This is an optimization exercise on Yosys and OpenROAD, whose aim is small area, not a production implementation. Function was checked by simulation only, so behaviour that the tests miss may differ from the original.

Setup of before:
==> flow/design.v (excerpt) <==
module fir_decim_top(
    input  wire logic                                       clk,
    input  wire logic                                       reset,
    input  wire logic                                       sample_in_rdy,
    input  wire logic signed [fir_decim_pkg::SAMPLE_W-1:0] sample_in_l,
    input  wire logic signed [fir_decim_pkg::SAMPLE_W-1:0] sample_in_r,
    output logic                                            sample_out_rdy,
    output logic      signed [fir_decim_pkg::SAMPLE_W-1:0] sample_out_l,
    output logic      signed [fir_decim_pkg::SAMPLE_W-1:0] sample_out_r,
    output logic                                            overrun,
    output logic                                            init_done
);
    localparam int SW  = fir_decim_pkg::SAMPLE_W;
    localparam int SLW = fir_decim_pkg::SEL_W;
    localparam int AW  = 36;    
    localparam int WIN = 40;    
    localparam int HW  = AW - fir_decim_pkg::OUT_SHIFT;    
    logic [5:0] cnt, cnt_d;      
  ...
export LEC_CHECK = 0
export CAP_MARGIN = 20
export CORE_MARGIN = 2
export CORE_UTILIZATION = 40
export CTS_BUF_LIST = sky130_fd_sc_hd__clkbuf_16
export CTS_CLUSTER_DIAMETER = 100
export CTS_CLUSTER_SIZE = 28
export SLEW_MARGIN = 20
export SYNTH_HIERARCHICAL = 1
export SYNTH_MINIMUM_KEEP_SIZE = 0
create_clock -name core_clock -period 10.0 [get_ports {clk}]
standard.sh (not shown) runs the stock make flow with config.mk's settings and CLKGATE_MAP_FILE= SYNTH_SCRIPT=/design/flow/synth_recipe.tcl, a recipe that flattens the netlist after the stock synthesis.
==> flow/flow/run.sh <==
#!/bin/bash
# The standard layout (the standard.sh, synthesis included), except that
# - the port buffers are the smallest buffer, sky130_fd_sc_hd__buf_1
# - clock tree synthesis inserts no dummy loads (same clustering and buffer
#   as config.mk's CTS settings otherwise)
# - timing repair also downsizes gates off the critical paths (RECOVER_POWER)
# All of make's output (every tool's log) goes to standard.log here; ORFS
# also keeps each step's own log under orfs/logs.
set -euo pipefail
export BUFFER_PORTS_ARGS="-buffer_cell sky130_fd_sc_hd__buf_1"
export CTS_ARGS="-sink_clustering_enable -repair_clock_nets -sink_clustering_size 28 -sink_clustering_max_diameter 100 -buf_list sky130_fd_sc_hd__clkbuf_16 -dont_use_dummy_load"
export RECOVER_POWER=100
bash standard.sh > standard.log 2>&1
[flow] before | stages: complete | final checks: fail | reason: capacitance limit, slew limit
The following lists how after was set up differently from before:
-- flow/flow/run.sh --
<<< before, line 6
# - timing repair also downsizes gates off the critical paths (RECOVER_POWER)
>>> after, line 6
<<< before, line 12
export RECOVER_POWER=100
>>> after, line 11
- after was carried through to the last stage, and its layout satisfied the timing, DRC and antenna checks.
- Going from before to after, number of filler instances in the final layout shrank slightly.
- Re number of design rule violations left after detail routing: no difference whatsoever between before and after.
- The insertion delay of the later-clocked pin in the worst-skew pair of after and that of before are within noise of each other.


Setup of v39:
Another version of the RTL of fir_decim_top (not shown whole).
Size in the first run: ~78 I/O pins, ~31000 µm² of cells after synthesis.
==> flow/config.mk <==
export PLATFORM = sky130hd
export DESIGN_NAME = fir_decim_top
export DESIGN_NICKNAME = fir_decim_top
export VERILOG_FILES = /design/flow/design.v
export SDC_FILE = /design/flow/constraint.sdc
export NUM_CORES = 4
export LEC_CHECK = 0
export CAP_MARGIN = 20
export CORE_MARGIN = 2
export CORE_UTILIZATION = 40
export CTS_BUF_LIST = sky130_fd_sc_hd__clkbuf_16
export CTS_CLUSTER_DIAMETER = 100
export CTS_CLUSTER_SIZE = 28
export GPL_TIMING_DRIVEN = 0
export SLEW_MARGIN = 20
export SYNTH_HIERARCHICAL = 1
export SYNTH_MINIMUM_KEEP_SIZE = 0
==> flow/constraint.sdc <==
create_clock -name core_clock -period 10.0 [get_ports {clk}]
set_input_delay 2.0000 -clock core_clock [delete_from_list [all_inputs] [get_ports {clk}]]
set_output_delay 2.0000 -clock core_clock [all_outputs]
set_load 0.01 [all_outputs]
run.sh (not shown) runs the stock make flow with config.mk's settings and CLKGATE_MAP_FILE= SYNTH_SCRIPT=/design/flow/synth_recipe.tcl, a recipe that flattens the netlist after the stock synthesis.
Stock flow here: none of the scripts above is used.
Relative to v39, the following input files were edited for v18:
- GPL_TIMING_DRIVEN: 0 -> unset
==> flow/flow/run.sh (new file) <==
#!/bin/bash
# The standard layout (the standard.sh, synthesis included), except that
# the port buffers are the smallest buffer, sky130_fd_sc_hd__buf_1.
# All of make's output (every tool's log) goes to standard.log here; ORFS
# also keeps each step's own log under orfs/logs.
set -euo pipefail
export BUFFER_PORTS_ARGS="-buffer_cell sky130_fd_sc_hd__buf_1"
bash standard.sh > standard.log 2>&1
==> flow/standard.sh (new file) <==
#!/bin/bash
# synth_recipe.tcl (not shown) runs the flow's synth.tcl, then flattens the netlist and writes it again
# the make line also repeats each setting of config.mk as NAME=value (left out here)
make -C /OpenROAD-flow-scripts/flow DESIGN_CONFIG=/design/flow/config.mk WORK_HOME=/design/flow/orfs CLKGATE_MAP_FILE= SYNTH_SCRIPT=/design/flow/synth_recipe.tcl "${@:-finish}"
removed: flow/run.sh
Findings:
The higher total global routing track utilization came out of v39. In v18 the via count turned out about 1.4% lower than in v39. v18 vs v39, global routing's busiest layer: met2 vs met1. Diff v18 and v39: wire length on met1 lower in v18.
Input changes introduced in v54 (baseline for comparison: v18):
==> flow/flow/run.sh <==
#!/bin/bash
# The standard layout (the standard.sh, synthesis included), except that
# - the port buffers are the smallest buffer, sky130_fd_sc_hd__buf_1
# - clock tree synthesis inserts no dummy loads (same clustering and buffer
#   as config.mk's CTS settings otherwise)
# All of make's output (every tool's log) goes to standard.log here; ORFS
# also keeps each step's own log under orfs/logs.
set -euo pipefail
export BUFFER_PORTS_ARGS="-buffer_cell sky130_fd_sc_hd__buf_1"
export CTS_ARGS="-sink_clustering_enable -repair_clock_nets -sink_clustering_size 28 -sink_clustering_max_diameter 100 -buf_list sky130_fd_sc_hd__clkbuf_16 -dont_use_dummy_load"
bash standard.sh > standard.log 2>&1
Every run (v18 and v54) finished clean.
Detailed-routing wirelength on met1, v18 and v54, lower one = v54.
v18 ended up with q[1][19]$_DFFE_PP_ as its capturing element of the worst setup path; v54 ended up with q[0][19]$_DFFE_PP_.
v54 vs v18, total met3 wirelength after detailed routing went up by about 1.2%.
Design area: v54 vs v18 down about 0.43%
Final routed wirelength across all metal layers essentially unchanged between v54 and v18.
Between v18 and v54, the difference in maximum frequency is negligible.
v54 vs. v18: portion of the layout cell area used by non-clock buffers comparable, number of stages on the worst setup path now smaller, number of detailed-routing iterations run before antenna repair now smaller.
Setup changes, v54 to v25
==> flow/run.sh (new file) <==
#!/bin/bash
# synth_recipe.tcl (not shown) runs the flow's synth.tcl, then flattens the netlist and writes it again
# the make line also repeats each setting of config.mk as NAME=value (left out here)
make -C /OpenROAD-flow-scripts/flow DESIGN_CONFIG=/design/flow/config.mk WORK_HOME=/design/flow/orfs CLKGATE_MAP_FILE= SYNTH_SCRIPT=/design/flow/synth_recipe.tcl finish
removed: flow/flow/run.sh
removed: flow/standard.sh
==> summary.txt <==
The final layout from v25, which completed every stage, passed the timing, DRC and antenna checks at the end of the flow. v54 finished every step from synthesis to the final layout, and the layout passed the timing, DRC and antenna checks. Fmax went down slightly going from v54 to v25. Comparing v25 against v54, there is no change at all in number of I/O port buffers.

-- port drivers added, routing unchanged --
The flow's constraints put no driver on any port. The routed layouts listed below were extracted and timed again, unchanged, in two steps.
Step 1 assumes that a clkbuf_16 drives the clock port and a buf_2 every other input.
Step 2 also shifts input and output timing later by t, the mid clock arrival at the registers, as if the neighbouring blocks saw the same clock.
a / b / c = no drivers / after step 1 / after step 2; a / b = the first two.
run	t (ns)	slack for setup (ns)	worst hold slack (ns)	worst setup path at the end	cell pins on the clock port's net
before	0.650	0.600 / 0.600 / 0.600	0.288 / 0.288 / 0.288	register to register	1
after	0.655	0.646 / 0.646 / 0.646	0.286 / 0.286 / 0.286	register to register	1
v39	0.697	0.294 / 0.294 / 0.294	0.326 / 0.326 / 0.326	register to register	1
v18	0.685	0.368 / 0.368 / 0.368	0.299 / 0.299 / 0.299	register to register	1
v54	0.666	0.387 / 0.387 / 0.387	0.261 / 0.261 / 0.261	register to register	1
v25	0.684	0.339 / 0.339 / 0.339	0.311 / 0.311 / 0.311	register to register	1
